Context: an optimization exercise on an open-source flow, tuned for small area, a short achievable clock period and few clock cycles per item. The choices shown serve that exercise and are no tape-out recipe.
The RTL was checked by simulation tests, not by an equivalence proof against the original design.
Power is estimated from default activity; no workload was simulated.

==> inputs of 10-18 <==
==> flow/design.v (excerpt) <==
module rational_arithmetic_unit (
  input  wire logic               clk,
  input  wire logic               rst_n,
  input  wire logic               in_valid,
  output logic                    in_ready,
  input  wire logic [2:0]         in_op,
  input  wire logic signed [31:0] in_a_num,
  input  wire logic [30:0]        in_a_den,
  input  wire logic signed [31:0] in_b_num,
  input  wire logic [30:0]        in_b_den,
  output logic                    out_valid,
  input  wire logic               out_ready,
  output logic signed [31:0]      out_res_num,
  output logic [30:0]             out_res_den,
  output logic                    out_less,
  output logic                    out_equal,
  output logic                    out_greater,
  output logic [1:0]              out_status
);
clock: 11.0 ns
lec_check: 0
cap_margin: 20
core_margin: 2
core_utilization: 35
setup_slack_margin: 5
slew_margin: 20
run.sh (not shown) runs the stock make flow with config.mk's settings and CLKGATE_MAP_FILE= SYNTH_SCRIPT=/design/flow/synth_recipe.tcl, a recipe that flattens the netlist after the stock synthesis.
==> 03-06 (differences from 10-18) <==
--- a/flow/design.v
+++ b/flow/design.v
@@ -20,10 +20,12 @@
   input  wire logic [31:0] a,
   input  wire logic [7:0]  b8,
   input  wire logic [32:0] as,
   input  wire logic [32:0] ac,
   input  wire logic        cin,
+  input  wire logic        nega,
+  input  wire logic        corrb,
   output logic [7:0]       lo8,
   output logic [32:0]      ns,
   output logic [32:0]      nc,
   output logic             cout
 );
@@ -32,30 +34,35 @@
     logic [40:0] s, c;
     s = x ^ y ^ z;
     c = ((x & y) | (x & z) | (y & z)) << 1;
     csa = {s, c};
   endfunction
-  logic [40:0] pp0, pp1, pp2, pp3, pp4, pp5, pp6, pp7, ra, rc;
+  logic [40:0] pp0, pp1, pp2, pp3, pp4, pp5, pp6, pp7, ra, rc, rna, rnb;
   assign pp0 = {9'd0, a & {32{b8[0]}}};
   assign pp1 = {8'd0, a & {32{b8[1]}}, 1'd0};
   assign pp2 = {7'd0, a & {32{b8[2]}}, 2'd0};
   assign pp3 = {6'd0, a & {32{b8[3]}}, 3'd0};
   assign pp4 = {5'd0, a & {32{b8[4]}}, 4'd0};
   assign pp5 = {4'd0, a & {32{b8[5]}}, 5'd0};
   assign pp6 = {3'd0, a & {32{b8[6]}}, 6'd0};
   assign pp7 = {2'd0, a & {32{b8[7]}}, 7'd0};
   assign ra  = {8'd0, as};
   assign rc  = {8'd0, ac};
+  assign rna = {33'd0, b8 & {8{nega}}};
+  assign rnb = {9'd0, a & {32{corrb}}};
   logic [40:0] s1, c1, s2, c2, s3, c3, s4, c4, s5, c5, s6, c6, s7, c7, s8, c8;
-  assign {s1, c1} = csa(pp0, pp1, pp2);
-  assign {s2, c2} = csa(pp3, pp4, pp5);
-  assign {s3, c3} = csa(pp6, pp7, ra);
-  assign {s4, c4} = csa(s1, c1, s2);
-  assign {s5, c5} = csa(c2, s3, c3);
-  assign {s6, c6} = csa(s4, c4, s5);
-  assign {s7, c7} = csa(s6, c6, c5);
-  assign {s8, c8} = csa(s7, c7, rc);
+  logic [40:0] s9, c9, s10, c10;
+  assign {s1, c1}   = csa(pp0, pp1, pp2);
+  assign {s2, c2}   = csa(pp3, pp4, pp5);
+  assign {s3, c3}   = csa(pp6, pp7, ra);
+  assign {s4, c4}   = csa(rc, rna, rnb);
+  assign {s5, c5}   = csa(s1, c1, s2);
+  assign {s6, c6}   = csa(c2, s3, c3);
+  assign {s7, c7}   = csa(s4, c4, s5);
+  assign {s9, c9}   = csa(c5, s6, c6);
+  assign {s10, c10} = csa(s7, c7, s9);
+  assign {s8, c8}   = csa(s10, c10, c9);
   logic [8:0] low;
   assign low  = {1'b0, s8[7:0]} + {1'b0, c8[7:0]} + {8'd0, cin};
   assign lo8  = low[7:0];
   assign cout = low[8];
   assign ns   = s8[40:8];
@@ -324,25 +331,28 @@
   assign in_ready = busy_r && (ph_r == PH_A);
   logic is_mul, is_div, is_cmp;
   assign is_mul = (op_r == rau_pkg::OP_MUL);
   assign is_div = (op_r == rau_pkg::OP_DIV);
   assign is_cmp = op_r[2];
-  logic [31:0] am_in, bm_in;    
-  assign am_in = in_a_num[31] ? 32'(-in_a_num) : 32'(in_a_num);
-  assign bm_in = in_b_num[31] ? 32'(-in_b_num) : 32'(in_b_num);
+  logic [31:0] am_in, bm_in;
+  assign am_in = in_a_num ^ {32{in_a_num[31]}};
+  assign bm_in = in_b_num ^ {32{in_b_num[31]}};
   logic [31:0] lo_r, ma_r;
+  logic        nega_r, negb_r;  
   logic [32:0] hs_r, hc_r;
   logic        cy_r;
   logic [7:0]  m_lo8;
   logic [32:0] m_ns, m_nc;
   logic        m_cout;
   rau_mul_step u_mul (
     .a    (ma_r),
     .b8   (lo_r[7:0]),
     .as   (first_r ? 33'd0 : hs_r),
     .ac   (first_r ? 33'd0 : hc_r),
-    .cin  (!first_r && cy_r),
+    .cin  (first_r ? (nega_r && negb_r) : cy_r),
+    .nega (nega_r),
+    .corrb(first_r && negb_r),
     .lo8  (m_lo8),
     .ns   (m_ns),
     .nc   (m_nc),
     .cout (m_cout)
   );
@@ -428,21 +438,29 @@
       cy_r <= 1'b0;
     end
   end
   always_ff @(posedge clk) begin
     if (start) begin
-      ma_r <= am_in;
-      lo_r <= {1'b0, in_b_den};
+      ma_r   <= am_in;
+      nega_r <= in_a_num[31];
+      lo_r   <= {1'b0, in_b_den};
+      negb_r <= 1'b0;
     end else if (last && ph_r == PH_L) begin
-      ma_r <= bm_in;
-      lo_r <= {1'b0, in_a_den};
+      ma_r   <= bm_in;
+      nega_r <= in_b_num[31];
+      lo_r   <= {1'b0, in_a_den};
+      negb_r <= 1'b0;
     end else if (form_now) begin
-      ma_r <= {1'b0, in_a_den};
-      lo_r <= is_div ? bm_in : {1'b0, in_b_den};
+      ma_r   <= {1'b0, in_a_den};
+      nega_r <= 1'b0;
+      lo_r   <= is_div ? bm_in : {1'b0, in_b_den};
+      negb_r <= is_div && in_b_num[31];
     end else if (last && ph_r == PH_T && is_mul) begin
-      ma_r <= am_in;
-      lo_r <= bm_in;
+      ma_r   <= am_in;
+      nega_r <= in_a_num[31];
+      lo_r   <= bm_in;
+      negb_r <= in_b_num[31];
     end else if (stepping) begin
       lo_r <= lo_fin;
     end
   end
   logic [62:0] r_mag;
==> flow/flow/run.sh (new file) <==
#!/bin/bash
set -euo pipefail
sed -e 's/SETUP_SLACK_MARGIN=[0-9.]*/SETUP_SLACK_MARGIN=6.5/' standard.sh > standard_margin.sh
grep -q 'SETUP_SLACK_MARGIN=6.5' standard_margin.sh
bash standard_margin.sh > flow_make.log 2>&1
==> flow/standard.sh (new file) <==
#!/bin/bash
# synth_recipe.tcl (not shown) runs the flow's synth.tcl, then flattens the netlist and writes it again
# the make line also repeats each setting of config.mk as NAME=value (left out here)
make -C /OpenROAD-flow-scripts/flow DESIGN_CONFIG=/design/flow/config.mk WORK_HOME=/design/flow/orfs CLKGATE_MAP_FILE= SYNTH_SCRIPT=/design/flow/synth_recipe.tcl "${@:-finish}"
removed: flow/run.sh
==> notes <==
Between 10-18 and 03-06, the lower non-clock buffer count is in 10-18 (gap 314). Between 10-18 and 03-06, the lower register-to-register slack is in 10-18 (gap 1100 ps). In flip-flop and latch count, 10-18 and 03-06 do not differ. Of 10-18 and 03-06, 03-06 has the higher power (gap 17%, measured against 03-06).
Testbench counts of 10-18, summed over its fixed seeds: cycles 45,488, items 2,400.
Testbench counts of 03-06, summed over its fixed seeds: cycles 45,488, items 2,400.

* * *

==> 10-09 <==
rational_arithmetic_unit, a different RTL version from the one above (not shown whole).
Settings: LEC_CHECK=0, CAP_MARGIN=20, CORE_MARGIN=2, CORE_UTILIZATION=35, SETUP_SLACK_MARGIN=5, SLEW_MARGIN=20; clock period 11.0 ns.
standard.sh (not shown) runs the stock make flow with config.mk's settings and CLKGATE_MAP_FILE= SYNTH_SCRIPT=/design/flow/synth_recipe.tcl, a recipe that flattens the netlist after the stock synthesis.
==> flow/flow/run.sh <==
#!/bin/bash
set -euo pipefail
sed -e 's/SETUP_SLACK_MARGIN=[0-9.]*/SETUP_SLACK_MARGIN=6.0/' standard.sh > standard_margin.sh
grep -q 'SETUP_SLACK_MARGIN=6.0' standard_margin.sh
bash standard_margin.sh > flow_make.log 2>&1
==> inputs of 08-28, as changes to 10-09 <==
--- a/flow/design.v
+++ b/flow/design.v
@@ -91,19 +91,21 @@
   logic          ovf_r, neg_r, lt_r, eq_r, gt_r;
   logic [1:0]    kind_r;
   logic [30:0]   thr_r;
   logic          out_valid_r;
   logic          pboth_r, pgt_r;    
   logic [3:0]    pj0_r, pj1_r;
+  logic          pact;
+  assign pact = pboth_r || (pj0_r != 4'd0) || (pj1_r != 4'd0);
   logic term, fin, out_free;
   logic below;     
-  logic xz;        
-  assign xz       = (x_r == '0);
-  assign below    = (!xz && x_r[62:31] == '0 && (x_r[30:0] & ~thr_r) == '0) ||
+  assign below    = (x_r[62:31] == '0 && (x_r[30:0] & ~thr_r) == '0) ||
                     (y_r[62:31] == '0 && (y_r[30:0] & ~thr_r) == '0);
-  assign term     = busy_r && ((kind_r != rau_pkg::K_GCD) || ovf_r || below || xz);
+  logic xeq;
+  assign xeq      = (x_r == y_r);
+  assign term     = busy_r && ((kind_r != rau_pkg::K_GCD) || ovf_r || below || (xeq && !pact));
   assign out_free = !out_valid_r;   
   assign fin      = term && out_free;
   assign can_take = !busy_r || fin;
   logic [rau_pkg::XW:0]   dxy;
   logic [rau_pkg::XW-1:0] dyx;
   logic [rau_pkg::MW:0]   sum0, sum1;
@@ -213,20 +215,27 @@
       kind_r <= ld_cmp ? rau_pkg::K_CMP : (ld_t == '0) ? rau_pkg::K_ZDEN : (ld_s == '0) ? rau_pkg::K_ZNUM : rau_pkg::K_GCD;
     end else if (busy_r && !term) begin
       c00_r <= c00_n;
       c01_r <= c01_n;
       c10_r <= c10_n;
       c11_r <= c11_n;
-      ovf_r   <= ovf_n;
-      x_r     <= x_n;
-      y_r     <= y_n;
-      thr_r   <= thr_n;
-      pboth_r <= both_odd;
-      pgt_r   <= gt;
-      pj0_r   <= j0;
-      pj1_r   <= j1;
+      ovf_r <= ovf_n;
+      if (xeq) begin
+        pboth_r <= 1'b0;
+        pgt_r   <= 1'b0;
+        pj0_r   <= 4'd0;
+        pj1_r   <= 4'd0;
+      end else begin
+        x_r     <= x_n;
+        y_r     <= y_n;
+        thr_r   <= thr_n;
+        pboth_r <= both_odd;
+        pgt_r   <= gt;
+        pj0_r   <= j0;
+        pj1_r   <= j1;
+      end
     end
   end
   logic signed [31:0] num_n;
   logic [30:0]        den_n;
   logic [1:0]         st_n;
   always_comb begin
==> flow/run.sh (new file) <==
#!/bin/bash
# synth_recipe.tcl (not shown) runs the flow's synth.tcl, then flattens the netlist and writes it again
# the make line also repeats each setting of config.mk as NAME=value (left out here)
make -C /OpenROAD-flow-scripts/flow DESIGN_CONFIG=/design/flow/config.mk WORK_HOME=/design/flow/orfs CLKGATE_MAP_FILE= SYNTH_SCRIPT=/design/flow/synth_recipe.tcl finish
--- a/flow/config.mk
+++ b/flow/config.mk
@@ -7,6 +7,7 @@
 export LEC_CHECK = 0
 export CAP_MARGIN = 20
 export CORE_MARGIN = 2
 export CORE_UTILIZATION = 35
 export SETUP_SLACK_MARGIN = 5
 export SLEW_MARGIN = 20
+export TNS_END_PERCENT = 20
removed: flow/flow/run.sh
removed: flow/standard.sh
==> run notes <==
metric                                                    10-09         08-28
Status                                 timing/DRC/antenna clean  timing/DRC/antenna clean
Data required, critical path                           11.48 ns      11.47 ns
Slew headroom                                             0.220         0.159
Clock tree cell share of total cell area                 0.0369        0.0408
Fraction of area in multi-input gates                     0.616         0.615
Starting utilization of the core area                     0.352         0.352
FF-to-FF Start                                     u_red.y_r[4]  u_red.y_r[1]
Total non-filler cell area in the finished layout     89000 um2     87400 um2
Xor and xnor area share after synthesis                  0.0537        0.0543
Delay of the slowest cell on the worst path             0.72 ns       0.66 ns
Unique cell type count in the Yosys netlist                 100           102
Static Leakage                                          35.3 nW       35.0 nW
Max frequency                                           196 MHz       164 MHz
Testbench counts of 10-09, summed over its fixed seeds: cycles 45,001, items 2,400.
Testbench counts of 08-28, summed over its fixed seeds: cycles 45,001, items 2,400.

-- separate check: timing with driven ports --
The flow's constraints put no driver on any port. The routed layouts listed below were extracted and timed again, unchanged, in two steps.
Step 1 sets driving cells, clkbuf_16 on the clock port and buf_2 on the other inputs (assumed; they add their load-dependent delay and slew).
Step 2 also shifts input and output timing later by t, the mid clock arrival at the registers, as if the neighbouring blocks saw the same clock.
Slacks: no drivers / after step 1 / after step 2; pairs: no drivers / after step 1.
run	t, ns	setup slack, ns	pins driven straight from the clock port
10-18	0.829	4.993 / 4.993 / 4.993	1
03-06	0.804	6.069 / 6.069 / 6.069	1
10-09	0.837	5.909 / 5.909 / 5.768	1
08-28	0.869	4.918 / 4.906 / 4.918	1
After both steps setup and hold are still met in every run listed. For 10-09, which loses most, drivers alone change the setup slack by 0.000 ns; drivers and shift together by -0.141 ns.
